This design comes from an exercise in tuning for small area, a short achievable clock period and few clock cycles on the open sky130 flow, not from production work.
Function was checked by simulation only, so behaviour that the tests miss may differ from the original.
No activity file was given, so power comes from the tool's default toggle rates.

Setup of wip/tundra:
Design multilevel_priority_queue_top, start of the top module:
module multilevel_priority_queue_top #(
    parameter int LEVELS     = mpq_pkg::LEVELS_DEF,
    parameter int CAPACITY   = mpq_pkg::CAPACITY_DEF,
    parameter int ELEM_WIDTH = mpq_pkg::ELEM_WIDTH_DEF
) (
    input  logic                               i_clk,
    input  logic                               i_rst_n,
    input  logic                               i_cfg_we,
    input  logic [mpq_pkg::LEVEL_W-1:0]        i_cfg_data,
    input  logic                               i_in_valid,
    output logic                               o_in_stall,
    input  logic                               i_operation,
    input  logic [ELEM_WIDTH-1:0]              i_element,
    input  logic [mpq_pkg::LEVEL_W-1:0]        i_level,
    output logic                               o_out_valid,
    input  logic                               i_out_stall,
    output logic [mpq_pkg::STATUS_W-1:0]       o_status,
    output logic [ELEM_WIDTH-1:0]              o_removed_element,
    output logic [ELEM_WIDTH-1:0]              o_head_element,
    output logic [mpq_pkg::LEVEL_W-1:0]        o_head_level,
    output logic [$clog2(CAPACITY+1)-1:0]      o_count,
    output logic                               o_is_empty
);
    localparam int LW    = mpq_pkg::LEVEL_W;
    localparam int CNT_W = $clog2(CAPACITY+1);
  ...
clock: 10.0 ns
lec_check: 0
cap_margin: 20
cell_pad_in_sites_detail_placement: 1
cell_pad_in_sites_global_placement: 1
core_margin: 2
core_utilization: 40
cts_cluster_diameter: 60
cts_cluster_size: 30
place_density: 0.5
slew_margin: 65
standard.sh (not shown) runs the stock make flow with config.mk's settings and CLKGATE_MAP_FILE= SYNTH_SCRIPT=/design/flow/synth_recipe.tcl, a recipe that flattens the netlist after the stock synthesis.
==> flow/flow/run.sh <==
#!/bin/bash
# Layout flow: the standard ORFS flow (standard.sh), unchanged scripts,
# with a few extra ORFS settings passed to make:
#  - BUFFER_PORTS_ARGS: buffer every input and output port, as the standard
#    flow does, but with buf_4 rather than the default pick (a delay buffer).
# Everything make prints goes to standard.log; ORFS keeps its per-step logs
# under orfs/logs.
set -euo pipefail
bash standard.sh \
  SETUP_SLACK_MARGIN=6.4 \
  TNS_END_PERCENT=100 \
  "BUFFER_PORTS_ARGS=-buffer_cell sky130_fd_sc_hd__buf_4" \
  finish > standard.log 2>&1
Both conditions hold for wip/tundra: the flow ran to the end and the final layout passed the timing, design-rule and antenna checks.
Testbench counts of wip/tundra, summed over its fixed seeds: cycles 12,016.
### wip/tundra -> wip/juniper
- CTS_CLUSTER_DIAMETER: 60 -> 70
- CTS_BUF_LIST: unset -> sky130_fd_sc_hd__clkbuf_8 sky130_fd_sc_hd__clkbuf_16
==> flow/flow/run.sh <==
#!/bin/bash
# Layout flow: the standard ORFS flow (standard.sh), unchanged scripts,
# with a few extra ORFS settings passed to make:
#  - BUFFER_PORTS_ARGS: buffer every input and output port, as the standard
#    flow does, but with buf_4 rather than the default pick (a delay buffer);
#  - FASTROUTE_TCL: flow/fastroute.tcl, the platform's global routing setup
#    with less met1/met2 capacity offered to the global router.
# Everything make prints goes to standard.log; ORFS keeps its per-step logs
# under orfs/logs.
set -euo pipefail
bash standard.sh \
  SETUP_SLACK_MARGIN=6.4 \
  TNS_END_PERCENT=100 \
  "BUFFER_PORTS_ARGS=-buffer_cell sky130_fd_sc_hd__buf_4" \
  "FASTROUTE_TCL=$PWD/flow/fastroute.tcl" \
  finish > standard.log 2>&1
==> flow/flow/fastroute.tcl (new file) <==
# Global routing setup: as the platform's fastroute.tcl, but with less of
# met1 and met2 offered to the global router, so that more signal routing
# goes to met3/met4 and the detailed router has room for pin access.
set_global_routing_layer_adjustment met1 0.6
set_global_routing_layer_adjustment met2 0.35
set_global_routing_layer_adjustment met3-$::env(MAX_ROUTING_LAYER) 0.2

set_routing_layers -clock $::env(MIN_CLK_ROUTING_LAYER)-$::env(MAX_ROUTING_LAYER)
set_routing_layers -signal $::env(MIN_ROUTING_LAYER)-$::env(MAX_ROUTING_LAYER)
Results
Re final-stage net count: wip/tundra and wip/juniper aren't equal, and the higher value belongs to wip/tundra. wip/juniper vs. wip/tundra: combinational power ~0 delta; minimum clock period -30 ps. Looking only at area growth from synthesis to layout, and setting everything else aside, the lower value of wip/tundra and wip/juniper goes to wip/juniper. Looking at combined buffer and inverter count along the critical path, wip/juniper sits 1 higher than wip/tundra does. wip/tundra -> wip/juniper: total of plain and repair buffers excluding clock buffers increased slightly. Comparing wip/tundra and wip/juniper, the lower pre-CTS setup slack was measured on wip/tundra. The run showing the smaller power density normalized to cell area is wip/juniper. wip/juniper: no failed stages, no open violations at the end. Having completed the whole flow, wip/tundra delivered a layout that passed the timing, design-rule and antenna checks.
> inputs changed (wip/juniper -> wip/cedar)
- clearing CTS_BUF_LIST, which used to be sky130_fd_sc_hd__clkbuf_8 sky130_fd_sc_hd__clkbuf_16
- swapping 70 for 60 in CTS_CLUSTER_DIAMETER
### Flow results
- Looking at total power, wip/cedar sits above wip/juniper.
- Of wip/cedar and wip/juniper, wip/cedar shows the higher number of buffers created by CTS, with wip/juniper below it.
- wip/cedar vs wip/juniper: routed wire length per instance down slightly
- Between wip/cedar and wip/juniper, the power share of the clock group is lower for wip/juniper.
## Diff of input files: wip/lagoon against wip/cedar
- PLACE_DENSITY now 0.58, was 0.5
- CORE_UTILIZATION now 50, was 40
Findings:
Multi-input combinational gate total came out exactly the same in wip/lagoon and wip/cedar.
wip/lagoon against wip/cedar: power per cell area fell by 3.3%; post-detailed-routing wire length has decreased.
Reg-to-reg setup timing slack is lower on wip/lagoon
wip/lagoon against wip/cedar; number of fill cells is down by more than 10%.
wip/lagoon against wip/cedar: post-place setup slack now smaller; fraction of area in registers now larger; clock-pin transition on the worst setup and hold timing paths now larger; via count now larger; global-route met1 utilization now larger.
wip/lagoon ended up with a lower layout buffer count excluding clock buffers than wip/cedar did.
Launching element of the worst setup path: r_out[12] -> wip/cedar, r_out[44] -> wip/lagoon

## afterwards: timing with drivers on the ports
In the flow no input, the clock included, has a driving cell. The finished layouts below were timed again as built, in two steps.
Step 1 assumes that a clkbuf_16 drives the clock port and a buf_2 every other input.
Step 2, shift: input delay + t, output delay - t, t = (earliest + latest rising clock arrival at the registers) / 2. This alone moves slack from input paths to output paths.
Three values: ideal, step 1, step 2; two values: the first two.
run | shift t [ns] | slack for setup (ns) | cell pins on the clock port's net
wip/tundra | 0.979 | 6.193 / 6.097 / 5.815 | 1
wip/juniper | 0.962 | 6.223 / 6.125 / 5.904 | 1
wip/cedar | 1.002 | 6.181 / 6.073 / 5.902 | 1
wip/lagoon | 0.955 | 6.240 / 6.134 / 5.860 | 1
After both steps every run listed still meets setup and hold. The setup slack of wip/lagoon, which loses most, moves by -0.106 ns with the drivers and by -0.380 ns with both steps.
